From an optimization exercise on the open Yosys and OpenROAD flow, aimed at small area and a short achievable clock period; shortcuts taken in it are not production practice.
In this exercise RTL edits were held to simulation tests only and were not proved equivalent to the original.
Power and IR drop assume default switching activity.

### design/flow/design.v
`default_nettype none
package fetch_pkg;
	localparam int ADDR_WIDTH = 32;
	localparam int BUS_WIDTH = 64;
	localparam int INSN_WIDTH = 32;
	localparam int INSNS_PER_WORD = BUS_WIDTH / INSN_WIDTH;
	localparam int WORD_LSB = 3;
	localparam int FETCH_LIMIT = 8;
	localparam int LGFIFO = 3;
	localparam int LGDEPTH = LGFIFO + 4;
	typedef logic [ADDR_WIDTH-1:0] addr_t;
	typedef logic [BUS_WIDTH-1:0] bus_word_t;
	typedef logic [INSN_WIDTH-1:0] insn_t;
	typedef logic [LGDEPTH:0] depth_t;
	typedef logic [LGDEPTH-1:0] fill_t;
	typedef enum logic [1:0] {
		RESP_OKAY   = 2'b00,
		RESP_EXOKAY = 2'b01,
		RESP_SLVERR = 2'b10,
		RESP_DECERR = 2'b11
	} axi_resp_e;
endpackage
`default_nettype wire
`default_nettype none
module flush_tracker (
	input  logic S_AXI_ACLK,
	input  logic fifo_reset,
	input  logic i_new_pc,
	input  logic i_arvalid,
	input  logic i_arready,
	input  logic i_rvalid,
	output logic o_full_bus,
	output logic o_flush_request,
	output logic o_keep_beat
);
	fetch_pkg::depth_t outstanding;
	fetch_pkg::depth_t out_inc, out_dec;
	fetch_pkg::depth_t out_next;
	logic [fetch_pkg::LGFIFO:0] fresh;
	logic [fetch_pkg::LGFIFO:0] fresh_next;
	logic flush_next;
	logic last_stale;
	fetch_pkg::depth_t base_count, base_less;
	logic flushing;
	logic ar_hs;
	assign ar_hs = i_arvalid && i_arready;
	assign out_inc = outstanding + 1'b1;
	assign out_dec = outstanding - 1'b1;
	always_comb
	begin
		case ({ ar_hs, i_rvalid })
		2'b10: out_next = out_inc;
		2'b01: out_next = out_dec;
		default: out_next = outstanding;
		endcase
		if (fifo_reset)
			out_next = '0;
	end
	always_ff @(posedge S_AXI_ACLK)
	begin
		outstanding <= out_next;
		if (fifo_reset)
			o_full_bus <= 1'b0;
		else
		begin
			case ({ ar_hs, i_rvalid })
			2'b10: o_full_bus <= (out_inc >= fetch_pkg::depth_t'((1 << fetch_pkg::LGDEPTH) - 1));
			2'b01: o_full_bus <= (out_dec >= fetch_pkg::depth_t'((1 << fetch_pkg::LGDEPTH) - 1));
			default: o_full_bus <= (outstanding >= fetch_pkg::depth_t'((1 << fetch_pkg::LGDEPTH) - 1));
			endcase
		end
	end
	always_comb
	begin
		flush_next = o_flush_request;
		fresh_next = fresh;
		if (fifo_reset)
		begin
			flush_next = 1'b0;
			fresh_next = '0;
		end
		else if (i_new_pc)
		begin
			flush_next = i_arvalid && !i_arready;
			fresh_next = '0;
		end
		else
		begin
			if (i_arready)
				flush_next = 1'b0;
			case ({ ar_hs && !o_flush_request, o_keep_beat })
			2'b10: fresh_next = fresh + 1'b1;
			2'b01: fresh_next = fresh - 1'b1;
			default: fresh_next = fresh;
			endcase
		end
	end
	assign last_stale = (outstanding + fetch_pkg::depth_t'(o_flush_request))
		== (fetch_pkg::depth_t'(fresh) + 1'b1);
	assign base_count = i_arvalid ? out_inc : outstanding;
	assign base_less = i_arvalid ? outstanding : out_dec;
	always_ff @(posedge S_AXI_ACLK)
	begin
		o_flush_request <= flush_next;
		fresh <= fresh_next;
		if (fifo_reset)
			flushing <= 1'b0;
		else if (i_new_pc)
			flushing <= i_rvalid ? (base_less != 0) : (base_count != 0);
		else if (i_rvalid && flushing)
			flushing <= !last_stale;
	end
	assign o_keep_beat = i_rvalid && !flushing;
endmodule
`default_nettype wire
`default_nettype none
module axil_request (
	input  logic S_AXI_ACLK,
	input  logic fifo_reset,
	input  logic i_new_pc,
	input  fetch_pkg::addr_t i_pc,
	input  fetch_pkg::addr_t i_cur_pc,
	input  logic i_arready,
	input  logic i_full_bus,
	input  logic i_flush_request,
	input  logic i_word_taken,
	input  logic i_out_busy,
	output logic o_arvalid,
	output fetch_pkg::addr_t o_araddr
);
	logic [fetch_pkg::FETCH_LIMIT-1:0] fill_t;
	logic at_limit;
	logic pending_new_pc;
	logic running;
	logic issue;
	logic count_req;
	localparam int LO_TOP = fetch_pkg::WORD_LSB + 8;
	fetch_pkg::addr_t step_araddr;
	logic step_lo_ones;
	logic araddr_lo_ones;
	assign issue = !o_arvalid || i_arready;
	assign count_req = o_arvalid && i_arready && !i_flush_request;
	always_ff @(posedge S_AXI_ACLK)
	begin
		if (fifo_reset || i_new_pc)
			fill_t <= '0;
		else
		begin
			case ({ count_req, i_word_taken })
			2'b10: fill_t <= { fill_t[fetch_pkg::FETCH_LIMIT-2:0], 1'b1 };
			2'b01: fill_t <= { 1'b0, fill_t[fetch_pkg::FETCH_LIMIT-1:1] };
			default: fill_t <= fill_t;
			endcase
		end
	end
	assign at_limit = fill_t[fetch_pkg::FETCH_LIMIT-1]
		|| (fill_t[fetch_pkg::FETCH_LIMIT-2] && (o_arvalid || i_out_busy))
		|| (fill_t[fetch_pkg::FETCH_LIMIT-3] && o_arvalid && i_out_busy);
	always_ff @(posedge S_AXI_ACLK)
	begin
		if (fifo_reset)
			running <= 1'b0;
		else if (i_new_pc)
			running <= 1'b1;
	end
	always_ff @(posedge S_AXI_ACLK)
	begin
		if (fifo_reset)
			o_arvalid <= 1'b0;
		else if (issue)
			o_arvalid <= (i_new_pc || (running && !at_limit)) && !i_full_bus;
	end
	always_ff @(posedge S_AXI_ACLK)
	begin
		if (fifo_reset || issue)
			pending_new_pc <= 1'b0;
		else if (i_new_pc)
			pending_new_pc <= 1'b1;
	end
	always_comb
	begin
		if (pending_new_pc)
		begin
			step_araddr = i_cur_pc;
			step_lo_ones = &i_cur_pc[LO_TOP-1:fetch_pkg::WORD_LSB];
		end
		else
		begin
			step_araddr[fetch_pkg::WORD_LSB-1:0] = '0;
			step_araddr[LO_TOP-1:fetch_pkg::WORD_LSB]
				= o_araddr[LO_TOP-1:fetch_pkg::WORD_LSB] + 1'b1;
			step_araddr[fetch_pkg::ADDR_WIDTH-1:LO_TOP]
				= o_araddr[fetch_pkg::ADDR_WIDTH-1:LO_TOP] + araddr_lo_ones;
			step_lo_ones = (o_araddr[LO_TOP-1:fetch_pkg::WORD_LSB]
				== { { (LO_TOP-fetch_pkg::WORD_LSB-1){1'b1} }, 1'b0 });
		end
	end
	always_ff @(posedge S_AXI_ACLK)
	begin
		if (fifo_reset)
		begin
			o_araddr <= '0;
			araddr_lo_ones <= 1'b0;
		end
		else if (i_new_pc && issue)
		begin
			o_araddr <= i_pc;
			araddr_lo_ones <= &i_pc[LO_TOP-1:fetch_pkg::WORD_LSB];
		end
		else if (o_arvalid && i_arready)
		begin
			o_araddr <= step_araddr;
			araddr_lo_ones <= step_lo_ones;
		end
	end
endmodule
`default_nettype wire
`default_nettype none
module sync_fifo (
	input  logic S_AXI_ACLK,
	input  logic fifo_reset,
	input  logic i_flush,
	input  logic i_wr,
	input  fetch_pkg::bus_word_t i_data,
	input  logic i_err,
	input  logic i_take,
	input  logic i_step,
	input  logic i_held_next,
	input  logic i_lane_hi_next,
	output fetch_pkg::insn_t o_lane,
	output logic o_err,
	output logic o_empty
);
	localparam int DEPTH = 1 << fetch_pkg::LGFIFO;
	localparam int W = fetch_pkg::INSN_WIDTH;
	fetch_pkg::insn_t mem [2*DEPTH];
	logic [DEPTH-1:0] err_mem;
	logic [DEPTH-1:0] wr_sel;
	logic [2*DEPTH-1:0] lane_sel;
	logic [DEPTH-1:0] rd_sel;
	logic [DEPTH-1:0] rd_next;
	logic [DEPTH-1:0] rd_sel_next;
	logic nonempty;
	logic nonempty_next;
	logic [DEPTH-1:0] wr_sel_next;
	logic slots_full_next;
	logic [DEPTH-1:0] wr_en;
	assign o_empty = !nonempty;
	always_comb
	begin
		for (int i = 0; i < DEPTH; i++)
			rd_sel[i] = lane_sel[2*i] || lane_sel[2*i+1];
	end
	assign rd_next = { rd_sel[DEPTH-2:0], rd_sel[DEPTH-1] };
	always_ff @(posedge S_AXI_ACLK)
	begin
		for (int i = 0; i < DEPTH; i++)
		begin
			if (wr_en[i])
			begin
				mem[2*i] <= i_data[0 +: W];
				mem[2*i+1] <= i_data[W +: W];
				err_mem[i] <= i_err;
			end
		end
	end
	always_comb
	begin
		wr_sel_next = wr_sel;
		nonempty_next = nonempty;
		if (fifo_reset || i_flush)
		begin
			wr_sel_next = DEPTH'(1);
			nonempty_next = 1'b0;
		end
		else
		begin
			if (i_wr)
				wr_sel_next = { wr_sel[DEPTH-2:0], wr_sel[DEPTH-1] };
			if (i_wr)
				nonempty_next = 1'b1;
			else if (i_take)
				nonempty_next = !(|(wr_sel & rd_next));
		end
	end
	assign slots_full_next = (|(wr_sel_next & rd_sel_next)) && (nonempty_next || i_held_next);
	always_ff @(posedge S_AXI_ACLK)
	begin
		wr_sel <= wr_sel_next;
		nonempty <= nonempty_next;
		wr_en <= wr_sel_next & { DEPTH{!slots_full_next} };
	end
	always_comb
	begin
		if (fifo_reset || i_flush)
			rd_sel_next = DEPTH'(1);
		else if (i_step)
			rd_sel_next = rd_next;
		else
			rd_sel_next = rd_sel;
	end
	always_ff @(posedge S_AXI_ACLK)
	begin
		for (int i = 0; i < DEPTH; i++)
		begin
			lane_sel[2*i] <= rd_sel_next[i] && !i_lane_hi_next;
			lane_sel[2*i+1] <= rd_sel_next[i] && i_lane_hi_next;
		end
	end
	always_comb
	begin
		o_lane = '0;
		for (int j = 0; j < 2*DEPTH; j++)
			o_lane = o_lane | ({ W{lane_sel[j]} } & mem[j]);
		o_err = |(rd_sel & err_mem);
	end
endmodule
`default_nettype wire
`default_nettype none
module insn_unpack (
	input  logic S_AXI_ACLK,
	input  logic fifo_reset,
	input  logic i_new_pc,
	input  fetch_pkg::addr_t i_pc,
	input  logic i_ready,
	input  fetch_pkg::insn_t i_lane,
	input  logic i_err,
	input  logic i_empty,
	output logic o_word_taken,
	output logic o_step,
	output logic o_lane_hi_next,
	output logic o_out_busy,
	output logic o_two_next,
	output logic o_valid,
	output fetch_pkg::insn_t o_insn,
	output fetch_pkg::addr_t o_pc,
	output logic o_illegal
);
	fetch_pkg::insn_t swapped;
	logic out_two;
	logic shift;
	logic fifo_rd;
	logic insn_load;
	logic valid_next;
	logic two_next;
	logic pc2_next;
	localparam int PC_LO_TOP = 2 + 8;
	logic pc_lo_ones;
	always_comb
	begin
		for (int b = 0; b < 4; b++)
			swapped[(3-b)*8 +: 8] = i_lane[b*8 +: 8];
	end
	assign shift = !o_valid && o_pc[fetch_pkg::WORD_LSB-1];
	assign fifo_rd = !o_valid || (i_ready && !out_two);
	assign o_word_taken = fifo_rd && !i_empty;
	assign o_out_busy = o_valid && (!i_ready || out_two);
	assign o_two_next = two_next;
	assign o_step = (o_word_taken && shift) || (i_ready && out_two);
	always_comb
	begin
		valid_next = o_valid;
		two_next = out_two;
		if (fifo_reset || i_new_pc)
		begin
			valid_next = 1'b0;
			two_next = 1'b0;
		end
		else if (fifo_rd)
		begin
			valid_next = !i_empty;
			two_next = !i_empty && !shift;
		end
		else if (i_ready)
		begin
			valid_next = 1'b1;
			two_next = 1'b0;
		end
	end
	always_ff @(posedge S_AXI_ACLK)
	begin
		o_valid <= valid_next;
		out_two <= two_next;
	end
	always_comb
	begin
		if (fifo_reset)
			pc2_next = 1'b0;
		else if (i_new_pc)
			pc2_next = i_pc[2];
		else if (o_valid && i_ready && !o_illegal)
			pc2_next = !o_pc[2];
		else
			pc2_next = o_pc[2];
	end
	assign o_lane_hi_next = two_next || (!valid_next && pc2_next);
	assign insn_load = !o_valid || i_ready;
	always_ff @(posedge S_AXI_ACLK)
	begin
		if (fifo_reset)
			o_insn <= '0;
		else if (insn_load)
			o_insn <= swapped;
	end
	always_ff @(posedge S_AXI_ACLK)
	begin
		if (fifo_reset)
		begin
			o_pc <= '0;
			pc_lo_ones <= 1'b0;
		end
		else if (i_new_pc)
		begin
			o_pc <= i_pc;
			pc_lo_ones <= &i_pc[PC_LO_TOP-1:2];
		end
		else if (o_valid && i_ready && !o_illegal)
		begin
			o_pc[PC_LO_TOP-1:2] <= o_pc[PC_LO_TOP-1:2] + 1'b1;
			o_pc[fetch_pkg::ADDR_WIDTH-1:PC_LO_TOP]
				<= o_pc[fetch_pkg::ADDR_WIDTH-1:PC_LO_TOP] + pc_lo_ones;
			o_pc[1:0] <= 2'b00;
			pc_lo_ones <= (o_pc[PC_LO_TOP-1:2] == { { (PC_LO_TOP-3){1'b1} }, 1'b0 });
		end
	end
	always_ff @(posedge S_AXI_ACLK)
	begin
		if (fifo_reset || i_new_pc)
			o_illegal <= 1'b0;
		else if (!o_illegal && o_word_taken)
			o_illegal <= i_err;
	end
endmodule
`default_nettype wire
`default_nettype none
module axil_fetch (
	input  logic S_AXI_ACLK,
	input  logic fifo_reset,
	input  logic i_new_pc,
	input  fetch_pkg::addr_t i_pc,
	input  logic i_ready,
	output fetch_pkg::insn_t o_insn,
	output fetch_pkg::addr_t o_pc,
	output logic o_valid,
	output logic o_illegal,
	output logic M_AXI_ARVALID,
	input  logic M_AXI_ARREADY,
	output fetch_pkg::addr_t M_AXI_ARADDR,
	input  logic M_AXI_RVALID,
	output logic M_AXI_RREADY,
	input  fetch_pkg::bus_word_t M_AXI_RDATA,
	input  logic [1:0] M_AXI_RRESP
);
	fetch_pkg::axi_resp_e rresp;
	fetch_pkg::insn_t fifo_lane;
	logic fifo_step;
	logic lane_hi_next;
	logic rd_err;
	logic full_bus;
	logic flush_request;
	logic keep_beat;
	logic fifo_err;
	logic fifo_empty;
	logic word_taken;
	logic out_busy;
	logic two_next;
	assign M_AXI_RREADY = 1'b1;
	assign rresp = fetch_pkg::axi_resp_e'(M_AXI_RRESP);
	assign rd_err = (rresp == fetch_pkg::RESP_SLVERR) || (rresp == fetch_pkg::RESP_DECERR);
	flush_tracker u_flush (
		.S_AXI_ACLK(S_AXI_ACLK), .fifo_reset(fifo_reset), .i_new_pc(i_new_pc),
		.i_arvalid(M_AXI_ARVALID), .i_arready(M_AXI_ARREADY),
		.i_rvalid(M_AXI_RVALID), .o_full_bus(full_bus),
		.o_flush_request(flush_request), .o_keep_beat(keep_beat));
	axil_request u_request (
		.S_AXI_ACLK(S_AXI_ACLK), .fifo_reset(fifo_reset), .i_new_pc(i_new_pc),
		.i_pc(i_pc), .i_cur_pc(o_pc), .i_arready(M_AXI_ARREADY), .i_full_bus(full_bus),
		.i_flush_request(flush_request), .i_word_taken(word_taken),
		.i_out_busy(out_busy), .o_arvalid(M_AXI_ARVALID), .o_araddr(M_AXI_ARADDR));
	sync_fifo u_fifo (
		.S_AXI_ACLK(S_AXI_ACLK), .fifo_reset(fifo_reset), .i_flush(i_new_pc),
		.i_wr(keep_beat), .i_data(M_AXI_RDATA), .i_err(rd_err), .i_take(word_taken),
		.i_step(fifo_step), .i_held_next(two_next), .i_lane_hi_next(lane_hi_next),
		.o_lane(fifo_lane), .o_err(fifo_err), .o_empty(fifo_empty));
	insn_unpack u_unpack (
		.S_AXI_ACLK(S_AXI_ACLK), .fifo_reset(fifo_reset), .i_new_pc(i_new_pc),
		.i_pc(i_pc), .i_ready(i_ready), .i_lane(fifo_lane), .i_err(fifo_err),
		.i_empty(fifo_empty), .o_word_taken(word_taken), .o_step(fifo_step), .o_lane_hi_next(lane_hi_next),
		.o_out_busy(out_busy), .o_two_next(two_next), .o_valid(o_valid), .o_insn(o_insn), .o_pc(o_pc),
		.o_illegal(o_illegal));
endmodule
`default_nettype wire
### design/flow/flow/run.sh
#!/bin/bash
# The standard layout, with the smallest buffer on the ports and a clock tree of larger
# sink clusters without dummy loads. make's full output goes to standard.log here, and
# each ORFS step keeps its own log under orfs/logs.
set -euo pipefail
bash standard.sh \
	"BUFFER_PORTS_ARGS=-buffer_cell sky130_fd_sc_hd__buf_1" \
	"CTS_ARGS=-sink_clustering_enable -repair_clock_nets -dont_use_dummy_load -sink_clustering_size 25 -sink_clustering_max_diameter 80" \
	finish > standard.log 2>&1
### design/flow/standard.sh
#!/bin/bash
# synth_recipe.tcl (not shown) runs the flow's synth.tcl, then flattens the netlist and writes it again
# the make line also repeats each setting of config.mk as NAME=value (left out here)
make -C /OpenROAD-flow-scripts/flow DESIGN_CONFIG=/design/flow/config.mk WORK_HOME=/design/flow/orfs CLKGATE_MAP_FILE= SYNTH_SCRIPT=/design/flow/synth_recipe.tcl "${@:-finish}"
### design/flow/config.mk
export PLATFORM = sky130hd
export DESIGN_NAME = axil_fetch
export DESIGN_NICKNAME = axil_fetch
export VERILOG_FILES = /design/flow/design.v
export SDC_FILE = /design/flow/constraint.sdc
export NUM_CORES = 4
export LEC_CHECK = 0
export CAP_MARGIN = 20
export CORE_MARGIN = 2
export CORE_UTILIZATION = 60
export PLACE_DENSITY = 0.72
export SETUP_SLACK_MARGIN = 2.0
export SLEW_MARGIN = 20
### design/flow/constraint.sdc
create_clock -name core_clock -period 4.0 [get_ports {S_AXI_ACLK}]
set_input_delay 0.8000 -clock core_clock [delete_from_list [all_inputs] [get_ports {S_AXI_ACLK}]]
set_output_delay 0.8000 -clock core_clock [all_outputs]
set_load 0.01 [all_outputs]
==> impl_metrics.toml, run 1 <==
[status]
status = "complete, no violations"

[sta]
period_share = 0.495
worst_pin_slew_ns = 1.03
rsz0062_at_grt = "true"
setup_violations = 0
clock.fmax_mhz = 505
fin_crit_ns = 1.98
tns_ns = 0
relSlewSlack = 0.309
final_hold_viol_count = 0
finClkSkew_ns = 0.0582
slew_violations = 0

[floorplan]
fp.dieW_um = 215
rows = 77
ios = 204
core_area_sq_um = 44000
die_h_um = 215
die-area_sq_um = 46100
start_util = 0.606

[pwr]
power_density_nw_per_um2 = 432
ir_drop_uv = 464
power_leakage_nw = 9.52

[global_route]
grt_usage = 0.297
grt_pass1_wl_um = 104000
grt_pass1_vias = 17497
overflow = 0
grt_max_degree = 78
antenna_found_initial = 7

[finish]
drive_gt1_frac = 0.117
syn_to_final_growth_pct = 11.2
nNetsFinal = 2218
stdcell_count = 2685
regArea_sq_um = 19000
fill_cells = 3152
multiInputGateArea_sq_um = 7520

[routing]
drt_wl_total_um = 69800
firstDrtPassIters = 7
vias_per_cell = 6.64
first_iter_violations = 2183
wire_per_inst_um = 26.0
drtAntennaViolNets = 0
via_count = 17823
drc = 0

[clock_tree]
cts_hold_buf = 0
cts_tree = "built"
cts_buffer_depth = 3
root_buffer = "clkbuf_16"
path_clk_slew_ns = 0.08
cts_num_sinks = 680
cts_buffers = 35
h-tree-depth = 2
clock_latency_ns = 0.59

[placement]
gp_congestion = 0.851
dp_cells = 2623
portBuffers = 201
hpwlAfterDp_um = 38900

[critical_path]
crit_fanout = 5
crit_family = "flip-flops"
startpoint_type = "flip-flop"
cp.required_ns = 3.20
worstPathArrival_ns = 1.18
slowest_stage = "dfxtp_1"
crit_path_end_kind = "primary output"
crit_chain = "buf_1"
critPathKind = "flip-flop to primary output"
slowest_delay_ns = 0.43
cp_num_buf_inv = 1

[logic_synthesis]
synthesis.nets = 2056
syn_avg_cell_area_sq_um = 13.8
syn_area_sq_um = 26700
yosys.area.top_type_share = 0.586
synthTopCellsByCount = "520 x edfxtp_1, 160 x dfxtp_1, 158 x nor2_1, 150 x a22oi_1, 104 x clkbuf_1"
synthFlopType = "edfxtp_1"
synth_top_area_cell = "edfxtp_1"
synth-seq-cells = 680
synth_area_leaders = "edfxtp_1 59%, dfxtp_1 12%, a22oi_1 4.2%"
synth.most_common_cell = "edfxtp_1"
syn_inst = 1930
yosysWarningCount = 5
ys_seq_area_frac = 0.706
synth_edf_count = 520
ys_types = 79
synthArstFlopShare = 0

[run]
cap_violations = 0

[worst_hold_path]
hold_class = "input port to flip-flop"
==> cell type report <==
type                            instances  share of cell area
Antenna cell                            3            0.000253
Clock buffer                           35              0.0295
Inverter                               29             0.00392
Multi-Input combinational cell       1090               0.254
Sequential cell                       680               0.640
Tap cell                              592              0.0250
Timing Repair Buffer                  256              0.0475
==> logic make-up (layout without fill, tap and decap cells) <==
| kind of cell | count (synthesis) | count (layout) | synth area share |
|---|---|---|---|
| buf+inv | 160 | 320 | 0.0240 |
| simple gates | 503 | 503 | 0.0922 |
| xor+xnor | 71 | 71 | 0.0233 |
| flops | 680 | 680 | 0.706 |
| compound gates | 459 | 459 | 0.131 |
| fa+ha+maj | 22 | 22 | 0.0106 |
| mux | 34 | 34 | 0.0131 |
| other cells | 1 | 4 | 0.000141 |
==> registers in the layout (all words and copies together) (netlist names) <==
register                  cells
u_fifo.nonempty               1
u_flush.flushing              1
u_unpack.out_two              1
u_flush.outstanding           8
u_unpack.o_valid              1
u_request.fill_t              8
u_request.pending_new_pc      1
u_fifo.err_mem                8
u_request.o_araddr           32
u_fifo.wr_en                  8
u_fifo.lane_sel              16
u_unpack.o_insn              32
u_fifo.mem                  512
u_flush.o_flush_request       1
u_request.o_arvalid           1
u_request.araddr_lo_ones      1
u_unpack.o_pc                32
u_flush.o_full_bus            1
u_request.running             1
u_fifo.wr_sel                 8
u_unpack.pc_lo_ones           1
u_flush.fresh                 4
u_unpack.o_illegal            1
==> through the flow <==
step / setup slack, ns / hold WS, ns / area, sq um / util / total power [mW]
after CTS: 2.00 / 0.461 / 29300 / 0.665 / 12.8
after global placement: 1.04 / 0.454 / 28000 / 0.636 / 9.20
after global routing: 1.94 / 0.480 / 29700 / 0.674 / 13.2
after floorplan: 1.66 / 0.435 / 26800 / - / 8.84
final: 2.02 / 0.483 / 29700 / 0.674 / 12.8
after detailed placement: 0.940 / 0.464 / 28100 / 0.638 / 9.24
==> layer usage <==
metal,wire (um),global-route usage,vias up
met2,32900,0.483,1014
li1,-,-,7829
met4,2240,0.113,10
met1,27600,0.406,8806
met5,71,0,-
met3,6890,0.0498,164
==> worst paths after layout <==
path                                  startpoint                               endpoint  slack (ns)  cells past startpoint
setup / recovery   u_unpack.o_pc[5]$_SDFFE_PP0P_                                o_pc[5]        2.02                      1
hold / removal                     M_AXI_ARREADY  u_request.pending_new_pc$_SDFFE_PP0P_        0.48                      2
setup reg to reg   u_unpack.o_pc[2]$_SDFFE_PP0P_                u_fifo.wr_en[5]$_DFF_P_        2.02                      8
hold reg to reg   u_request.running$_SDFFE_PP0P_         u_request.running$_SDFFE_PP0P_        0.49                      2
==> what timing repair did <==
item                                    CTS  global route
setup buffers                            12             9
cloned                                    0             0
gates resized for setup                  84            71
pin swaps                                 9             5
endpoints found under the setup margin  150            94
==> cells in the final DEF (no fill, tap or decap), drive strengths merged, types with 4 or more instances in the layout <==
master / synthesis / final
nor2b: 5 / 5
and2: 4 / 4
nor2: 159 / 159
inv: 29 / 29
xor2: 39 / 39
o211ai: 12 / 12
nand3: 90 / 90
o21a: 6 / 6
a221oi: 40 / 40
a211oi: 20 / 20
a22oi: 150 / 150
nor4: 7 / 7
nor3b: 4 / 4
ha: 21 / 21
nand4: 31 / 31
mux2i: 30 / 30
or3: 9 / 9
dfxtp: 160 / 160
nand2: 77 / 77
buf: 27 / 250
o2bb2ai: 8 / 8
a22o: 24 / 24
edfxtp: 520 / 520
nand2b: 16 / 16
a311oi: 7 / 7
mux2: 4 / 4
xnor2: 32 / 32
clkbuf: 104 / 41
and4: 9 / 9
a2111oi: 31 / 31
a21oi: 62 / 62
a222oi: 32 / 32
or2: 11 / 11
and3: 7 / 7
nor3: 65 / 65
o21ai: 37 / 37
==> power by group <==
group	total (mW)	switching, mW	internal (mW)	leakage [nW]
Sequential	8.09	0.260	7.83	6.12
Clock	3.64	2.07	1.57	0.431
Combinational	1.08	0.634	0.442	2.97
==> run 2, diff against run 1 <==
--- a/design/flow/design.v
+++ b/design/flow/design.v
@@ -225,7 +225,4 @@
 	input  logic i_err,
-	input  logic i_take,
-	input  logic i_step,
-	input  logic i_held_next,
-	input  logic i_lane_hi_next,
-	output fetch_pkg::insn_t o_lane,
+	input  logic i_rd,
+	output fetch_pkg::bus_word_t o_data,
 	output logic o_err,
@@ -233,22 +230,18 @@
 );
-	localparam int DEPTH = 1 << fetch_pkg::LGFIFO;
-	localparam int W = fetch_pkg::INSN_WIDTH;
-	fetch_pkg::insn_t mem [2*DEPTH];
+	localparam int DEPTH = fetch_pkg::FETCH_LIMIT - 1;
+	localparam int BW = fetch_pkg::BUS_WIDTH;
+	fetch_pkg::bus_word_t mem [DEPTH];
 	logic [DEPTH-1:0] err_mem;
 	logic [DEPTH-1:0] wr_sel;
-	logic [2*DEPTH-1:0] lane_sel;
+	logic [DEPTH-1:0] wr_sel_next;
 	logic [DEPTH-1:0] rd_sel;
-	logic [DEPTH-1:0] rd_next;
 	logic [DEPTH-1:0] rd_sel_next;
+	logic [DEPTH-1:0] rd_next;
+	logic [DEPTH-1:0] wr_en;
 	logic nonempty;
 	logic nonempty_next;
-	logic [DEPTH-1:0] wr_sel_next;
 	logic slots_full_next;
-	logic [DEPTH-1:0] wr_en;
+	logic rd_en;
 	assign o_empty = !nonempty;
-	always_comb
-	begin
-		for (int i = 0; i < DEPTH; i++)
-			rd_sel[i] = lane_sel[2*i] || lane_sel[2*i+1];
-	end
+	assign rd_en = i_rd && nonempty;
 	assign rd_next = { rd_sel[DEPTH-2:0], rd_sel[DEPTH-1] };
@@ -260,4 +253,3 @@
 			begin
-				mem[2*i] <= i_data[0 +: W];
-				mem[2*i+1] <= i_data[W +: W];
+				mem[i] <= i_data;
 				err_mem[i] <= i_err;
@@ -269,2 +261,3 @@
 		wr_sel_next = wr_sel;
+		rd_sel_next = rd_sel;
 		nonempty_next = nonempty;
@@ -273,2 +266,3 @@
 			wr_sel_next = DEPTH'(1);
+			rd_sel_next = DEPTH'(1);
 			nonempty_next = 1'b0;
@@ -279,5 +273,7 @@
 				wr_sel_next = { wr_sel[DEPTH-2:0], wr_sel[DEPTH-1] };
+			if (rd_en)
+				rd_sel_next = rd_next;
 			if (i_wr)
 				nonempty_next = 1'b1;
-			else if (i_take)
+			else if (rd_en)
 				nonempty_next = !(|(wr_sel & rd_next));
@@ -285,3 +281,3 @@
 	end
-	assign slots_full_next = (|(wr_sel_next & rd_sel_next)) && (nonempty_next || i_held_next);
+	assign slots_full_next = (|(wr_sel_next & rd_sel_next)) && nonempty_next;
 	always_ff @(posedge S_AXI_ACLK)
@@ -289,2 +285,3 @@
 		wr_sel <= wr_sel_next;
+		rd_sel <= rd_sel_next;
 		nonempty <= nonempty_next;
@@ -294,22 +291,5 @@
 	begin
-		if (fifo_reset || i_flush)
-			rd_sel_next = DEPTH'(1);
-		else if (i_step)
-			rd_sel_next = rd_next;
-		else
-			rd_sel_next = rd_sel;
-	end
-	always_ff @(posedge S_AXI_ACLK)
-	begin
+		o_data = '0;
 		for (int i = 0; i < DEPTH; i++)
-		begin
-			lane_sel[2*i] <= rd_sel_next[i] && !i_lane_hi_next;
-			lane_sel[2*i+1] <= rd_sel_next[i] && i_lane_hi_next;
-		end
-	end
-	always_comb
-	begin
-		o_lane = '0;
-		for (int j = 0; j < 2*DEPTH; j++)
-			o_lane = o_lane | ({ W{lane_sel[j]} } & mem[j]);
+			o_data = o_data | ({ BW{rd_sel[i]} } & mem[i]);
 		o_err = |(rd_sel & err_mem);
@@ -325,10 +305,8 @@
 	input  logic i_ready,
-	input  fetch_pkg::insn_t i_lane,
+	input  fetch_pkg::bus_word_t i_data,
 	input  logic i_err,
 	input  logic i_empty,
+	output logic o_fifo_rd,
 	output logic o_word_taken,
-	output logic o_step,
-	output logic o_lane_hi_next,
 	output logic o_out_busy,
-	output logic o_two_next,
 	output logic o_valid,
@@ -338,3 +316,4 @@
 );
-	fetch_pkg::insn_t swapped;
+	fetch_pkg::bus_word_t swapped;
+	fetch_pkg::insn_t out_hi;
 	logic out_two;
@@ -342,6 +321,4 @@
 	logic fifo_rd;
-	logic insn_load;
 	logic valid_next;
 	logic two_next;
-	logic pc2_next;
 	localparam int PC_LO_TOP = 2 + 8;
@@ -350,4 +327,10 @@
 	begin
-		for (int b = 0; b < 4; b++)
-			swapped[(3-b)*8 +: 8] = i_lane[b*8 +: 8];
+		for (int lane = 0; lane < fetch_pkg::INSNS_PER_WORD; lane++)
+		begin
+			for (int b = 0; b < 4; b++)
+			begin
+				swapped[lane*fetch_pkg::INSN_WIDTH + (3-b)*8 +: 8]
+					= i_data[lane*fetch_pkg::INSN_WIDTH + b*8 +: 8];
+			end
+		end
 	end
@@ -357,4 +340,3 @@
 	assign o_out_busy = o_valid && (!i_ready || out_two);
-	assign o_two_next = two_next;
-	assign o_step = (o_word_taken && shift) || (i_ready && out_two);
+	assign o_fifo_rd = fifo_rd;
 	always_comb
@@ -384,21 +366,16 @@
 	end
-	always_comb
+	always_ff @(posedge S_AXI_ACLK)
 	begin
 		if (fifo_reset)
-			pc2_next = 1'b0;
-		else if (i_new_pc)
-			pc2_next = i_pc[2];
-		else if (o_valid && i_ready && !o_illegal)
-			pc2_next = !o_pc[2];
-		else
-			pc2_next = o_pc[2];
+			o_insn <= '0;
+		else if (fifo_rd)
+			o_insn <= shift ? swapped[fetch_pkg::INSN_WIDTH +: fetch_pkg::INSN_WIDTH]
+				: swapped[0 +: fetch_pkg::INSN_WIDTH];
+		else if (i_ready)
+			o_insn <= out_hi;
 	end
-	assign o_lane_hi_next = two_next || (!valid_next && pc2_next);
-	assign insn_load = !o_valid || i_ready;
 	always_ff @(posedge S_AXI_ACLK)
 	begin
-		if (fifo_reset)
-			o_insn <= '0;
-		else if (insn_load)
-			o_insn <= swapped;
+		if (fifo_rd)
+			out_hi <= swapped[fetch_pkg::INSN_WIDTH +: fetch_pkg::INSN_WIDTH];
 	end
@@ -454,5 +431,4 @@
 	fetch_pkg::axi_resp_e rresp;
-	fetch_pkg::insn_t fifo_lane;
-	logic fifo_step;
-	logic lane_hi_next;
+	fetch_pkg::bus_word_t fifo_data;
+	logic fifo_rd;
 	logic rd_err;
@@ -465,3 +441,2 @@
 	logic out_busy;
-	logic two_next;
 	assign M_AXI_RREADY = 1'b1;
@@ -481,10 +456,9 @@
 		.S_AXI_ACLK(S_AXI_ACLK), .fifo_reset(fifo_reset), .i_flush(i_new_pc),
-		.i_wr(keep_beat), .i_data(M_AXI_RDATA), .i_err(rd_err), .i_take(word_taken),
-		.i_step(fifo_step), .i_held_next(two_next), .i_lane_hi_next(lane_hi_next),
-		.o_lane(fifo_lane), .o_err(fifo_err), .o_empty(fifo_empty));
+		.i_wr(keep_beat), .i_data(M_AXI_RDATA), .i_err(rd_err), .i_rd(fifo_rd),
+		.o_data(fifo_data), .o_err(fifo_err), .o_empty(fifo_empty));
 	insn_unpack u_unpack (
 		.S_AXI_ACLK(S_AXI_ACLK), .fifo_reset(fifo_reset), .i_new_pc(i_new_pc),
-		.i_pc(i_pc), .i_ready(i_ready), .i_lane(fifo_lane), .i_err(fifo_err),
-		.i_empty(fifo_empty), .o_word_taken(word_taken), .o_step(fifo_step), .o_lane_hi_next(lane_hi_next),
-		.o_out_busy(out_busy), .o_two_next(two_next), .o_valid(o_valid), .o_insn(o_insn), .o_pc(o_pc),
+		.i_pc(i_pc), .i_ready(i_ready), .i_data(fifo_data), .i_err(fifo_err),
+		.i_empty(fifo_empty), .o_fifo_rd(fifo_rd), .o_word_taken(word_taken),
+		.o_out_busy(out_busy), .o_valid(o_valid), .o_insn(o_insn), .o_pc(o_pc),
 		.o_illegal(o_illegal));
==> run 2 against run 1 <==
Against the previous run:
- still clean
- clock power decreased by about 10%
- maximum frequency decreased by 3.3%
- cell count decreased by 3.2%
- first-iteration DRC count increased by 18%
- clock skew increased by 0.0046 ns
- utilization increased by 0.42 points
- highest routed layer unchanged
==> impl_metrics.toml, run 2 <==
[status]
status = "complete, no violations"

[worst_hold_path]
hold_class = "input port to flip-flop"

[finish]
syn_to_final_growth_pct = 12.2
largest_reg_flops = 448
final_cell_mix = "487 x edfxtp_1, 171 x buf_1, 169 x nor2_1, 93 x nand2_1"
final_common_cell = "edfxtp_1"
fill_cells = 2907
regArea_sq_um = 17800
stdcell_count = 2598
multiInputGateArea_sq_um = 7240
nNetsFinal = 2184
drive_gt1_frac = 0.140
regMostFlops = "u_fifo.mem"

[global_route]
grt_pass1_wl_um = 94600
overflow = 0
grt_pass1_vias = 16154
grt_usage = 0.280
grt_max_degree = 69
antenna_found_initial = 7

[sta]
finClkSkew_ns = 0.0628
relSlewSlack = 0.380
period_share = 0.512
rsz0062_at_grt = "true"
fin_crit_ns = 2.05
tns_ns = 0
worst_slack_ns = 1.95
setup_violations = 0
worst_pin_slew_ns = 0.930
fin_hold_ws_ns = 0.477
slew_violations = 0
clock.fmax_mhz = 488
final_hold_viol_count = 0

[placement]
hpwlAfterDp_um = 35600
place_ws_ns = 1.01
dp_cells = 2513
portBuffers = 201
gp_congestion = 0.896

[logic_synthesis]
syn_area_sq_um = 25200
ys_types = 80
synth-seq-cells = 636
synth_top_area_cell = "edfxtp_1"
synthArstFlopShare = 0
syn_avg_cell_area_sq_um = 13.4
yosys.area.top_type_share = 0.581
synthFlopType = "edfxtp_1"
synthesis.nets = 1999
synth_area_leaders = "edfxtp_1 58%, dfxtp_1 12%, a222oi_1 3.5%"
syn_inst = 1873
synthTopCellsByCount = "487 x edfxtp_1, 174 x nor2_1, 149 x dfxtp_1, 117 x clkbuf_1, 97 x nand2_1"
synth_edf_count = 487
yosysWarningCount = 5
synth.most_common_cell = "edfxtp_1"
ys_seq_area_frac = 0.699

[critical_path]
crit_chain = "nand2_8, or2_4, ha_4, ha_4, a21o_1, a21oi_2, xnor2_1, or3_1, a21oi_2"
slowest_delay_ns = 0.42
slowest_stage = "dfxtp_4"
cp.required_ns = 4.50
rrSetupSlack_ns = 1.95
critPathKind = "flip-flop to flip-flop"
crit_path_end_kind = "flip-flop"
worstPathArrival_ns = 2.55
startpoint_type = "flip-flop"
crit_fanout = 5

[floorplan]
die_h_um = 209
die-area_sq_um = 43600
start_util = 0.604
fp.dieW_um = 209
rows = 75
ios = 204
core_area_sq_um = 41700

[pwr]
power_leakage_nw = 9.38
ir_drop_uv = 355
power_density_nw_per_um2 = 425

[routing]
drtAntennaViolNets = 0
via_count = 17250
wire_per_inst_um = 24.8
first_iter_violations = 2577
vias_per_cell = 6.64
drt_wl_total_um = 64400
firstDrtPassIters = 7
drc = 0

[clock_tree]
cts_num_sinks = 636
path_clk_slew_ns = 0.08
cts_tree = "built"
cts_buffer_depth = 3
root_buffer = "clkbuf_16"
cts_buffers = 31
h-tree-depth = 1
clock_latency_ns = 0.63

[run]
cap_violations = 0
[run 2: worst max-delay path, delay by kind of cell (launching register included)]
| family | cells | cell delay, ns |
|---|---|---|
| AND/OR/NAND/NOR | 3 | 0.66 |
| adder cells (fa/ha/maj) | 2 | 0.40 |
| XOR/XNOR | 1 | 0.08 |
| AO/OA/AOI/OAI | 3 | 0.42 |
| flip-flops | 1 | 0.42 |
[run 2: repair_timing]
item	in CTS	in global routing
gates resized for setup	114	55
hold buffers	0	0
pin swaps	7	22
buffers inserted	19	32
endpoints found under the setup margin	155	76
[run 2: path summary, 6_finish.rpt]
kind	start	endpoint	depth (start not counted)
setup / recovery	u_request.o_arvalid$_SDFFE_PP0N_	u_flush.fresh[3]$_SDFFE_PN0P_	9
hold / removal	i_pc[1]	u_unpack.o_pc[1]$_SDFFE_PP0P_	3
setup reg to reg	u_request.o_arvalid$_SDFFE_PP0N_	u_flush.fresh[3]$_SDFFE_PN0P_	9
hold reg to reg	u_unpack.o_pc[1]$_SDFFE_PP0P_	u_unpack.o_pc[1]$_SDFFE_PP0P_	2
[run 2: cell families (layout without fill, tap and decap cells)]
logic type | after synthesis | after routing | share of synthesized area
adder cells (fa/ha/maj) | 22 | 22 | 0.0112
flip-flops | 636 | 636 | 0.699
buffers and inverters | 173 | 356 | 0.0266
multiplexers | 25 | 25 | 0.0101
AO/OA/AOI/OAI | 474 | 474 | 0.141
XOR/XNOR | 69 | 69 | 0.0240
other | 1 | 4 | 0.000149
AND/OR/NAND/NOR | 473 | 473 | 0.0880
[run 2: metal layers]
layer | track usage | part of all wire | up-vias
li1 | - | - | 7675
met1 | 0.391 | 0.39 | 8476
met3 | 0.0488 | 0.10 | 111
met4 | 0.0707 | 0.023 | 10
met2 | 0.461 | 0.48 | 978
met5 | 0 | 0.0011 | -
[run 2: power by group]
| group | internal (mW) | leakage [nW] | switching, mW |
|---|---|---|---|
| registers | 7.36 | 5.78 | 0.235 |
| clock network | 1.37 | 0.382 | 1.88 |
| logic | 0.483 | 3.22 | 0.676 |
| total | 9.22 | 9.38 | 2.79 |
[run 2: final cells by class]
type,count,share of cell area
well taps,539,0.0239
flip-flops and latches,636,0.629
diodes,3,0.000266
repair buffers,289,0.0584
clock buffers,31,0.0275
inverters,36,0.00487
multi-input cells,1064,0.256
[run 2: stage by stage]
step	instance area, sq um	power (mW)	util
3_3_place_gp	26500	8.74	0.637
5_1_grt	28200	12.4	0.678
4_1_cts	27800	12.0	0.666
2_1_floorplan	25300	8.39	-
3_5_place_dp	26500	8.78	0.637
6_report	28200	12.0	0.678
==> run 3, diff against run 2 <==
--- a/design/flow/design.v
+++ b/design/flow/design.v
@@ -38,4 +38,5 @@
 	fetch_pkg::depth_t out_next;
-	logic [fetch_pkg::LGFIFO:0] fresh;
-	logic [fetch_pkg::LGFIFO:0] fresh_next;
+	localparam int FL = fetch_pkg::FETCH_LIMIT;
+	logic [FL-1:0] fresh_t;
+	logic fresh_up, fresh_down;
 	logic flush_next;
@@ -75,26 +76,36 @@
 		flush_next = o_flush_request;
-		fresh_next = fresh;
 		if (fifo_reset)
-		begin
 			flush_next = 1'b0;
-			fresh_next = '0;
-		end
 		else if (i_new_pc)
-		begin
 			flush_next = i_arvalid && !i_arready;
-			fresh_next = '0;
+		else if (i_arready)
+			flush_next = 1'b0;
+	end
+	assign fresh_up = ar_hs && !o_flush_request && !o_keep_beat;
+	assign fresh_down = o_keep_beat && !(ar_hs && !o_flush_request);
+	always_ff @(posedge S_AXI_ACLK)
+	begin
+		for (int k = 0; k < FL; k++)
+		begin
+			if (fifo_reset || i_new_pc)
+				fresh_t[k] <= 1'b0;
+			else
+				fresh_t[k] <= (fresh_t[k] || (fresh_up && ((k == 0) || fresh_t[(k == 0) ? 0 : k-1])))
+					&& !(fresh_down && ((k == FL-1) || !fresh_t[(k == FL-1) ? k : k+1]));
 		end
-		else
+	end
+	always_comb
+	begin
+		last_stale = 1'b0;
+		for (int k = 0; k <= FL; k++)
 		begin
-			if (i_arready)
-				flush_next = 1'b0;
-			case ({ ar_hs && !o_flush_request, o_keep_beat })
-			2'b10: fresh_next = fresh + 1'b1;
-			2'b01: fresh_next = fresh - 1'b1;
-			default: fresh_next = fresh;
-			endcase
+			if (((k == 0) || fresh_t[(k == 0) ? 0 : k-1])
+				&& ((k == FL) || !fresh_t[(k == FL) ? 0 : k]))
+			begin
+				if (o_flush_request ? (outstanding == fetch_pkg::depth_t'(k))
+					: (outstanding == fetch_pkg::depth_t'(k + 1)))
+					last_stale = 1'b1;
+			end
 		end
 	end
-	assign last_stale = (outstanding + fetch_pkg::depth_t'(o_flush_request))
-		== (fetch_pkg::depth_t'(fresh) + 1'b1);
 	assign base_count = i_arvalid ? out_inc : outstanding;
@@ -104,3 +115,2 @@
 		o_flush_request <= flush_next;
-		fresh <= fresh_next;
 		if (fifo_reset)
@@ -243,2 +253,5 @@
 	logic slots_full_next;
+	logic slots_full;
+	logic six_used;
+	logic [DEPTH-1:0] rd_skip6;
 	logic rd_en;
@@ -281,3 +294,6 @@
 	end
-	assign slots_full_next = (|(wr_sel_next & rd_sel_next)) && nonempty_next;
+	assign rd_skip6 = { rd_sel[0], rd_sel[DEPTH-1:1] };
+	assign six_used = nonempty && (|(wr_sel & rd_skip6));
+	assign slots_full_next = !(fifo_reset || i_flush) && !rd_en
+		&& (slots_full || (six_used && i_wr));
 	always_ff @(posedge S_AXI_ACLK)
@@ -287,2 +303,3 @@
 		nonempty <= nonempty_next;
+		slots_full <= slots_full_next;
 		wr_en <= wr_sel_next & { DEPTH{!slots_full_next} };
--- a/design/flow/config.mk
+++ b/design/flow/config.mk
@@ -11,3 +11,3 @@
 export PLACE_DENSITY = 0.72
-export SETUP_SLACK_MARGIN = 2.0
+export SETUP_SLACK_MARGIN = 2.1
 export SLEW_MARGIN = 20
==> run 3 against run 2 <==
Against the previous run:
- via count increased by 2.0%
- routed wire length increased by 2.0%
- cell count rose by 1.4%
- largest power group unchanged
- clock skew increased by 0.013 ns
- still clean on timing, DRC and antenna
- utilization increased by 1.6 points
- area after synthesis up 0.97%
- setup slack gained 0.089 ns
==> impl_metrics.toml, run 3 <==
[logic_synthesis]
synthArstFlopShare = 0
synth_area_leaders = "edfxtp_1 58%, dfxtp_1 12%, a22oi_1 4.8%"
syn_area_sq_um = 25400
yosys.area.top_type_share = 0.575
muxShareOfSynthArea = 0.00679
synthAdderAreaFrac = 0.00787
synthTopCellsByCount = "487 x edfxtp_1, 164 x a22oi_1, 154 x dfxtp_1, 113 x nand2_1, 109 x a21oi_1"
yosysWarningCount = 5
synthXorXnorAreaFrac = 0.0179
synthesis.nets = 2004
synth_compound_area_frac = 0.150
synth_edf_count = 487
synth-simple-area-share = 0.0930
synth.most_common_cell = "edfxtp_1"
syn_avg_cell_area_sq_um = 13.5
ys_types = 78
synthFlopType = "edfxtp_1"
synth_top_area_cell = "edfxtp_1"
synth-seq-cells = 641
synth_top_family_by_area = "compound AO/OA/AOI/OAI gates"
ys_seq_area_frac = 0.697
syn_inst = 1884

[pwr]
ir_drop_uv = 465
power_leakage_nw = 9.53
power_mw = 12.1
power_density_nw_per_um2 = 418

[placement]
dp_cells = 2517
hpwlAfterDp_um = 36800
portBuffers = 201
placed_cell_area_sq_um = 26700
gp_congestion = 0.909
place_ws_ns = 1.02

[routing]
vias_per_cell = 6.68
drc = 0
drtAntennaViolNets = 0
firstDrtPassIters = 8
drt_wl_total_um = 65700
wire_per_inst_um = 25.0
via_count = 17592
first_iter_violations = 2317

[global_route]
grt_usage = 0.290
grt_pass1_wl_um = 98400
antenna_found_initial = 10
grt_pass1_vias = 16858
grt_max_degree = 56
overflow = 0

[floorplan]
rows = 75
ios = 204
start_util = 0.607
die-area_sq_um = 44000
fp.dieW_um = 210
die_h_um = 210
core_area_sq_um = 41900

[clock_tree]
cts_num_sinks = 641
path_clk_slew_ns = 0.10
h-tree-depth = 1
cts_tree = "built"
clock_latency_ns = 0.63
cts_buffers = 31
root_buffer = "clkbuf_16"
cts_buffer_depth = 3

[finish]
final_cell_mix = "487 x edfxtp_1, 164 x a22oi_1, 110 x nand2_1, 108 x a21oi_1, 101 x buf_4"
largest_reg_flops = 448
nNetsFinal = 2210
stdcell_area_sq_um = 29000
regMostFlops = "u_fifo.mem"
syn_to_final_growth_pct = 14.1
drive_gt1_frac = 0.204
regArea_sq_um = 18000
final_common_cell = "edfxtp_1"
fill_cells = 2857
multiInputGateArea_sq_um = 7190
utilization = 0.693
stdcell_count = 2634

[sta]
clock.fmax_mhz = 510
rsz0062_at_grt = "true"
tns_ns = 0
fin_crit_ns = 1.96
worst_slack_ns = 2.04
relSlewSlack = 0.384
period_share = 0.490
setup_violations = 0
finClkSkew_ns = 0.0762
final_hold_viol_count = 0
fin_hold_ws_ns = 0.471
worst_pin_slew_ns = 0.923
slew_violations = 0

[critical_path]
cp.required_ns = 3.20
worstPathArrival_ns = 1.16
crit_fanout = 6
rrSetupSlack_ns = 2.14
startpoint_type = "flip-flop"
critPathKind = "flip-flop to primary output"
crit_path_end_kind = "primary output"

[run]
cap_violations = 0

[status]
status = "complete, no violations"

[worst_hold_path]
hold_class = "input port to flip-flop"
-- run 3: changes by cell type in the layout (fill, tap and decap cells not counted), moves of 39 or more --
cell,change
buf_1,-73
a22oi_1,+76
dfxtp_4,+41
dfxtp_1,-39
buf_6,+48
nor2_1,-71
-- run 3: final cells by class --
type / count / share of cell area
Clock buffer: 31 / 0.0267
Inverter: 30 / 0.00418
Timing Repair Buffer: 313 / 0.0769
Sequential cell: 641 / 0.621
Tap cell: 539 / 0.0232
Multi-Input combinational cell: 1073 / 0.248
Antenna cell: 7 / 0.000604
-- run 3: worst paths after layout --
path / start / depth (start not counted) / endpoint
min reg2reg: u_unpack.o_pc[1]$_SDFFE_PP0P_ / 2 / u_request.o_araddr[1]$_SDFFE_PP0P_
max reg2reg: u_fifo.rd_sel[5]$_SDFFE_PN0P_ / 5 / u_unpack.o_insn[29]$_SDFFE_PP0P_
min: i_pc[1] / 3 / u_request.o_araddr[1]$_SDFFE_PP0P_
max: u_unpack.o_valid$_SDFFE_PN0P_ / 2 / o_valid
-- run 3: logic make-up after synthesis --
family,Yosys count
DFF,641
buffers and inverters,170
AOI/OAI and AO/OA,531
xor gates and xnor gates,52
muxes,17
other,1
and+or+nand+nor,456
adders and majority gates,16
-- run 3: worst max-delay path: stages (launching register included) --
cell	delay, ns
dfxtp_2	0.33
buf_6	0.13
buf_6	0.12
-- run 3: where the power goes --
part	internal (mW)	switching (mW)	total, mW
Sequential	7.40	0.209	7.60
Combinational	0.536	0.712	1.25
Clock	1.37	1.90	3.27
Total	9.31	2.82	12.1
-- run 3: routing by layer --
layer / wire, um / global-route usage / vias to the layer above
met5: 49 / 0 / -
met4: 1570 / 0.0805 / 8
met3: 6500 / 0.0512 / 111
met2: 31600 / 0.475 / 925
met1: 26000 / 0.406 / 8740
li1: - / - / 7808
-- run 3: repair_timing --
action / CTS / global route
pin swaps: 2 / 7
cloned: 0 / 2
setup buffers: 64 / 13
hold buffers: 0 / 0
setup endpoints to repair: 193 / 97
gates resized for setup: 316 / 47
==> run 4, diff against run 3 <==
--- a/design/flow/config.mk
+++ b/design/flow/config.mk
@@ -11,3 +11,3 @@
 export PLACE_DENSITY = 0.72
-export SETUP_SLACK_MARGIN = 2.1
+export SETUP_SLACK_MARGIN = 2.0
 export SLEW_MARGIN = 20
==> run 4 against run 3 <==
Against the previous run:
- area after synthesis unchanged
- first-iteration DRC count decreased by 6.9%
- hold slack improved by 0.010 ns
- routed wire length decreased by 5.3%
- register-to-register slack got worse by 0.07 ns
- die area unchanged
- critical endpoint is now o_pc[2]
==> impl_metrics.toml, run 4 <==
[routing]
wire_per_inst_um = 24.3
first_iter_violations = 2158
drtAntennaViolNets = 0
firstDrtPassIters = 5
drt_wl_total_um = 62200
drc = 0
via_count = 16970
vias_per_cell = 6.63

[finish]
stdcell_count = 2559
regMostFlops = "u_fifo.mem"
nNetsFinal = 2137
fill_cells = 3037
drive_gt1_frac = 0.0933
syn_to_final_growth_pct = 8.99
final_common_cell = "edfxtp_1"
final_cell_mix = "487 x edfxtp_1, 186 x buf_1, 164 x a22oi_1, 110 x nand2_1, 108 x a21oi_1"
largest_reg_flops = 448
utilization = 0.662

[pwr]
ir_drop_uv = 384
power_density_nw_per_um2 = 436
seq_power_share = 0.631
p_sw_mw = 2.79
intPower_mw = 9.30
power_leakage_nw = 8.69
combPwrFrac = 0.083
sw_frac_of_total = 0.231
power_mw = 12.1
clockPowerShare = 0.286

[critical_path]
r2r_start = "u_flush.outstanding[0]$_SDFFE_PP0N_"
slowest_delay_ns = 0.45
worstPathArrival_ns = 1.17
startpoint_type = "flip-flop"
crit_cells = 1
crit_fanout = 7
r2r_cells = 6
crit_path_end_kind = "primary output"
cp.required_ns = 3.20
rr_endpoint = "u_flush.flushing$_SDFFE_PP0P_"
slowest_stage = "dfxtp_4"
crit_family = "flip-flops"
rrSetupSlack_ns = 2.07
crit_chain = "buf_2"
critPathKind = "flip-flop to primary output"
cp_num_buf_inv = 1
critPathLaunch = "u_unpack.o_pc[2]$_SDFFE_PP0P_"

[logic_synthesis]
synth.most_common_cell = "edfxtp_1"
ys_types = 78
synthTopCellsByCount = "487 x edfxtp_1, 164 x a22oi_1, 154 x dfxtp_1, 113 x nand2_1, 109 x a21oi_1"
synth_top_area_cell = "edfxtp_1"
synth-seq-cells = 641
synthesis.nets = 2004
yosys.area.top_type_share = 0.575
synthFlopType = "edfxtp_1"
syn_inst = 1884
synthXorXnorAreaFrac = 0.0179
syn_avg_cell_area_sq_um = 13.5
synth_compound_area_frac = 0.150
ys_seq_area_frac = 0.697
synthArstFlopShare = 0
synth-simple-area-share = 0.0930
synth_top_family_by_area = "compound AO/OA/AOI/OAI gates"
yosysWarningCount = 5
synth_area_leaders = "edfxtp_1 58%, dfxtp_1 12%, a22oi_1 4.8%"
syn_area_sq_um = 25400
synth_edf_count = 487
muxShareOfSynthArea = 0.00679
synthAdderAreaFrac = 0.00787

[status]
status = "complete, no violations"

[sta]
fin_crit_ns = 1.97
clock.fmax_mhz = 507
final_hold_viol_count = 0
tns_ns = 0
slew_violations = 0
period_share = 0.493
finClkSkew_ns = 0.0559
worst_pin_slew_ns = 1.03
relSlewSlack = 0.311
rsz0062_at_grt = "true"
setup_violations = 0

[floorplan]
ios = 204
die_h_um = 210
core_area_sq_um = 41900
die-area_sq_um = 44000
rows = 75
start_util = 0.607
fp.dieW_um = 210

[placement]
dp_cells = 2516
portBuffers = 201
gp_congestion = 0.912
hpwlAfterDp_um = 36200

[worst_hold_path]
min_from = "u_request.running$_SDFFE_PP0P_"
hold_path_depth = 2
whs_endpoint = "u_request.running$_SDFFE_PP0P_"
hold_class = "flip-flop to flip-flop"

[clock_tree]
cts_hold_buf = 0
cts_tree = "built"
clock_latency_ns = 0.57
path_clk_slew_ns = 0.10
cts_num_sinks = 641
cts_buffers = 34
root_buffer = "clkbuf_16"
h-tree-depth = 2
cts_buffer_depth = 3

[global_route]
grt_pass1_vias = 16188
overflow = 0
grt_usage = 0.280
grt_max_degree = 64
antenna_found_initial = 9
grt_pass1_wl_um = 94100

[run]
cap_violations = 0
==> run 4: changes by cell type in the layout (fill, tap and decap cells not counted), sizes merged <==
| cell | previous run | this run |
|---|---|---|
| clkbuf | 38 | 46 |
| buf | 306 | 225 |
| diode | 7 | 5 |
==> run 4: kinds of logic after synthesis <==
logic type | Yosys count
buffers and inverters | 170
adders and majority gates | 16
and+or+nand+nor | 456
other | 1
AOI/OAI and AO/OA | 531
muxes | 17
DFF | 641
xor gates and xnor gates | 52
==> run 4: cell type report <==
cell class / count / area (sq um) / area share
Multi-Input combinational cell: 1073 / 7100 / 0.256
Sequential cell: 641 / 17800 / 0.643
Timing Repair Buffer: 237 / 1130 / 0.0409
Tap cell: 539 / 674 / 0.0243
Clock buffer: 34 / 851 / 0.0307
Inverter: 30 / 119 / 0.00429
Antenna cell: 5 / 12.5 / 0.000452
==> run 4: how the worst max path moves through the flow <==
stage / slack (ns) / endpoint
6_report: 2.03 / o_pc[2]
5_1_grt: 1.93 / u_flush.flushing$_SDFFE_PP0P_
4_1_cts: 1.96 / u_request.o_araddr[24]$_SDFFE_PP0P_
3_5_place_dp: 1.28 / u_request.o_araddr[22]$_SDFFE_PP0P_
3_3_place_gp: 1.33 / u_request.o_araddr[24]$_SDFFE_PP0P_
2_1_floorplan: 2.01 / u_flush.outstanding[4]$_SDFFE_PP0N_
==> run 4: per-stage QoR <==
step / instance area (sq um) / hold WS [ns] / setup WS, ns
after floorplan: 25500 / 0.427 / 2.01
after global placement: 26600 / 0.454 / 1.33
after detailed placement: 26600 / 0.452 / 1.28
after CTS: 27600 / 0.476 / 1.96
after global routing: 27700 / 0.499 / 1.93
final: 27700 / 0.481 / 2.03
==> run 4: power by group through the flow <==
| stage | clock, mW | combinational, mW | sequential [mW] |
|---|---|---|---|
| 5_1_grt | 3.71 | 1.11 | 7.66 |
| 2_1_floorplan | 0 | 0.637 | 7.73 |
| 3_5_place_dp | 0 | 0.978 | 7.77 |
| 4_1_cts | 3.51 | 0.990 | 7.62 |
| 3_3_place_gp | 0 | 0.948 | 7.76 |
| 6_report | 3.45 | 1.00 | 7.63 |
==> run 4: per-layer routing <==
layer	track usage	routed length (um)
met3	0.0528	5680
met2	0.460	29600
met5	0	53
met4	0.0834	1570
met1	0.383	25300
==> run 4: repair_timing <==
item,in CTS,in global routing
pin swaps,0,2
endpoints found under the hold margin,0,0
setup buffers,0,4
gates resized for setup,46,42
endpoints found under the setup margin,89,56
==> run 4: worst reg2reg max path: stages (launching register included) <==
cell and delay [ns]:
dfxtp_2 0.47, ha_2 0.34, nand3_1 0.21, nor2_1 0.17, xor2_1 0.10, o41ai_1 0.37, nand4_1 0.13
==> run 5, diff against run 4 <==
--- a/design/flow/config.mk
+++ b/design/flow/config.mk
@@ -7,6 +7,7 @@
 export LEC_CHECK = 0
+export ABC_AREA = 1
 export CAP_MARGIN = 20
 export CORE_MARGIN = 2
-export CORE_UTILIZATION = 60
-export PLACE_DENSITY = 0.72
+export CORE_UTILIZATION = 70
+export PLACE_DENSITY = 0.8
 export SETUP_SLACK_MARGIN = 2.0
==> run 5 against run 4 <==
Against the previous run:
- combinational power up 18%
- clock power about the same
- register-to-register slack worse by 0.02 ns
- highest routed layer is now met4
- largest power group unchanged
- still clean
- sequential power up 2.6%
==> impl_metrics.toml, run 5 <==
[routing]
wire_per_inst_um = 21.5
drt_wl_total_um = 69400
vias_per_cell = 6.25
first_iter_violations = 2035
drc = 0
firstDrtPassIters = 9
via_count = 20187
drtAntennaViolNets = 0

[critical_path]
r2r_cells = 7
crit_cells = 1
cp_num_buf_inv = 1
slowest_delay_ns = 0.42
cp.required_ns = 3.20
rrSetupSlack_ns = 2.05
startpoint_type = "flip-flop"
r2r_start = "u_fifo.rd_sel[2]$_SDFFE_PN0P_"
crit_path_end = "o_pc[14]"
crit_fanout = 4
worstPathArrival_ns = 1.18
crit_chain = "buf_1"
slowest_stage = "dfxtp_1"
crit_family = "flip-flops"
critPathKind = "flip-flop to primary output"
critPathLaunch = "u_unpack.o_pc[14]$_SDFFE_PP0P_"
crit_path_end_kind = "primary output"
rr_endpoint = "u_unpack.o_insn[24]$_SDFFE_PP0P_"

[clock_tree]
root_buffer = "clkbuf_16"
h-tree-depth = 2
cts_num_sinks = 641
cts_hold_buf = 0
cts_buffer_depth = 3
path_clk_slew_ns = 0.10
cts_tree = "built"
cts_buffers = 34
clock_latency_ns = 0.56

[placement]
portBuffers = 201
placed_cell_area_sq_um = 27900
gp_congestion = 0.912
dp_cells = 3168
hpwlAfterDp_um = 40700

[logic_synthesis]
synth_area_leaders = "edfxtp_1 55%, dfxtp_1 12%, nand2_1 9.9%"
synthAdderAreaFrac = 0.00749
muxShareOfSynthArea = 0
synthesis.nets = 2671
yosys.area.top_type_share = 0.547
synthXorXnorAreaFrac = 0.00848
synthTopCellsByCount = "703 x nand2_1, 487 x edfxtp_1, 214 x inv_1, 158 x a21oi_1, 154 x dfxtp_1"
syn_area_sq_um = 26700
syn_inst = 2551
synthArstFlopShare = 0
synthFlopType = "edfxtp_1"
synth_top_family_by_area = "simple AND/OR/NAND/NOR gates"
synth_compound_area_frac = 0.0934
ys_types = 56
synth.most_common_cell = "nand2_1"
ys_seq_area_frac = 0.663
synth-seq-cells = 641
yosysWarningCount = 5
synth_edf_count = 487
synth_top_area_cell = "edfxtp_1"
syn_avg_cell_area_sq_um = 10.5
synth-simple-area-share = 0.175

[finish]
syn_to_final_growth_pct = 9.17
final_cell_mix = "700 x nand2_1, 487 x edfxtp_1, 211 x inv_1, 194 x buf_1, 158 x a21oi_1"
nNetsFinal = 2835
fill_cells = 2462
final_common_cell = "nand2_1"
drive_gt1_frac = 0.0748
regMostFlops = "u_fifo.mem"
stdcell_area_sq_um = 29200
largest_reg_flops = 448
stdcell_count = 3228

[floorplan]
core_area_sq_um = 37700
rows = 71
die-area_sq_um = 39700
start_util = 0.709
ios = 204
fp.dieW_um = 199
die_h_um = 199

[sta]
period_share = 0.495
finClkSkew_ns = 0.0564
tns_ns = 0
rsz0062_at_grt = "true"
clock.fmax_mhz = 505
fin_crit_ns = 1.98
relSlewSlack = 0.384
final_hold_viol_count = 0
setup_violations = 0
slew_violations = 0
worst_pin_slew_ns = 0.924

[run]
cap_violations = 0

[global_route]
antenna_found_initial = 4
grt_usage = 0.345
grt_max_degree = 66
overflow = 0
grt_pass1_wl_um = 104000
grt_pass1_vias = 19135

[pwr]
ir_drop_uv = 486
power_density_nw_per_um2 = 428
power_leakage_nw = 10.6

[worst_hold_path]
hold_class = "flip-flop to flip-flop"

[status]
status = "complete, no violations"
## run 5: cell families (layout without fill, tap and decap cells)
logic type	Yosys count	in the layout
other cells	1	5
buf+inv	347	508
flops	641	641
compound gates	434	434
fa+ha+maj	16	16
xor+xnor	25	25
simple gates	1087	1088
## run 5: how the worst min path moves through the flow
stage,from,end,slack [ns],cells past startpoint
finish,u_flush.o_full_bus$_SDFF_PP0_,u_request.o_arvalid$_SDFFE_PP0N_,0.45,1
detailed placement,u_flush.o_full_bus$_SDFF_PP0_,u_request.o_arvalid$_SDFFE_PP0N_,0.44,1
global placement,u_flush.o_full_bus$_SDFF_PP0_,u_request.o_arvalid$_SDFFE_PP0N_,0.44,1
floorplan,u_flush.o_full_bus$_SDFF_PP0_,u_request.o_arvalid$_SDFFE_PP0N_,0.40,1
CTS,u_flush.o_full_bus$_SDFF_PP0_,u_request.o_arvalid$_SDFFE_PP0N_,0.45,1
global route,u_flush.o_full_bus$_SDFF_PP0_,u_request.o_arvalid$_SDFFE_PP0N_,0.45,1
## run 5: what timing repair did
action                                  CTS  global route
buffers inserted                          9            10
gates cloned                              1             0
pin swaps                                 3             3
endpoints found under the setup margin  142            54
gates resized for setup                  41            39
## run 5: through the flow
stage               hold WS (ns)   util  worst slack (ns)  total power [mW]
floorplan                  0.398      -              1.98              8.60
global placement           0.438  0.740              1.09              9.02
detailed placement         0.435  0.740             0.971              9.07
CTS                        0.453  0.768              2.01              12.4
global route               0.452  0.774              1.97              12.8
finish                     0.449  0.774              2.02              12.5
## run 5: report_power, final
group          switching (mW)  internal, mW
logic                   0.788         0.389
clock network            1.95          1.52
registers               0.311          7.52
## run 5: area by class of cell
class                           instances  area, sq um  share of cell area
Multi-Input combinational cell       1564         7760               0.266
Tap cell                              511          639              0.0219
Inverter                              226          867              0.0297
Sequential cell                       641        17800               0.611
Timing Repair Buffer                  248         1230              0.0423
Antenna cell                            4         10.0            0.000343
Clock buffer                           34          851              0.0292
## run 5: per-layer routing
metal	part of all wire	GRT usage	wire length (um)	up-vias
met5	0	0	0	-
met4	0.038	0.144	2610	0
met3	0.11	0.0569	7750	202
met2	0.48	0.576	33200	1245
met1	0.37	0.454	25800	9625
li1	-	-	-	9115

[afterwards: timing with drivers on the ports]
Ports are ideal in the flow. The routed layouts listed here were re-timed in OpenROAD. Step 1, drivers: a clkbuf_16 drives S_AXI_ACLK and a buf_2 each remaining input, both assumed. Step 2, shift: input delay + t, output delay - t, t = (earliest + latest rising clock arrival at the registers) / 2. This alone moves slack from input paths to output paths. a / b / c = no drivers / after step 1 / after step 2; a / b = the first two.
| run | t, ns | setup WS [ns] | cell pins on the clock port's net |
|---|---|---|---|
| run 1 | 0.613 | 2.019 / 1.963 / 1.459 | 1 |
| run 2 | 0.656 | 1.951 / 1.951 / 1.314 | 1 |
| run 3 | 0.651 | 2.039 / 1.983 / 1.493 | 1 |
| run 4 | 0.604 | 2.027 / 1.964 / 1.522 | 1 |
| run 5 | 0.582 | 2.020 / 1.966 / 1.520 | 1 |
After both steps setup and hold are still met in every run listed. For run 2, which loses most, drivers alone change the setup slack by 0.000 ns; drivers and shift together by -0.637 ns.
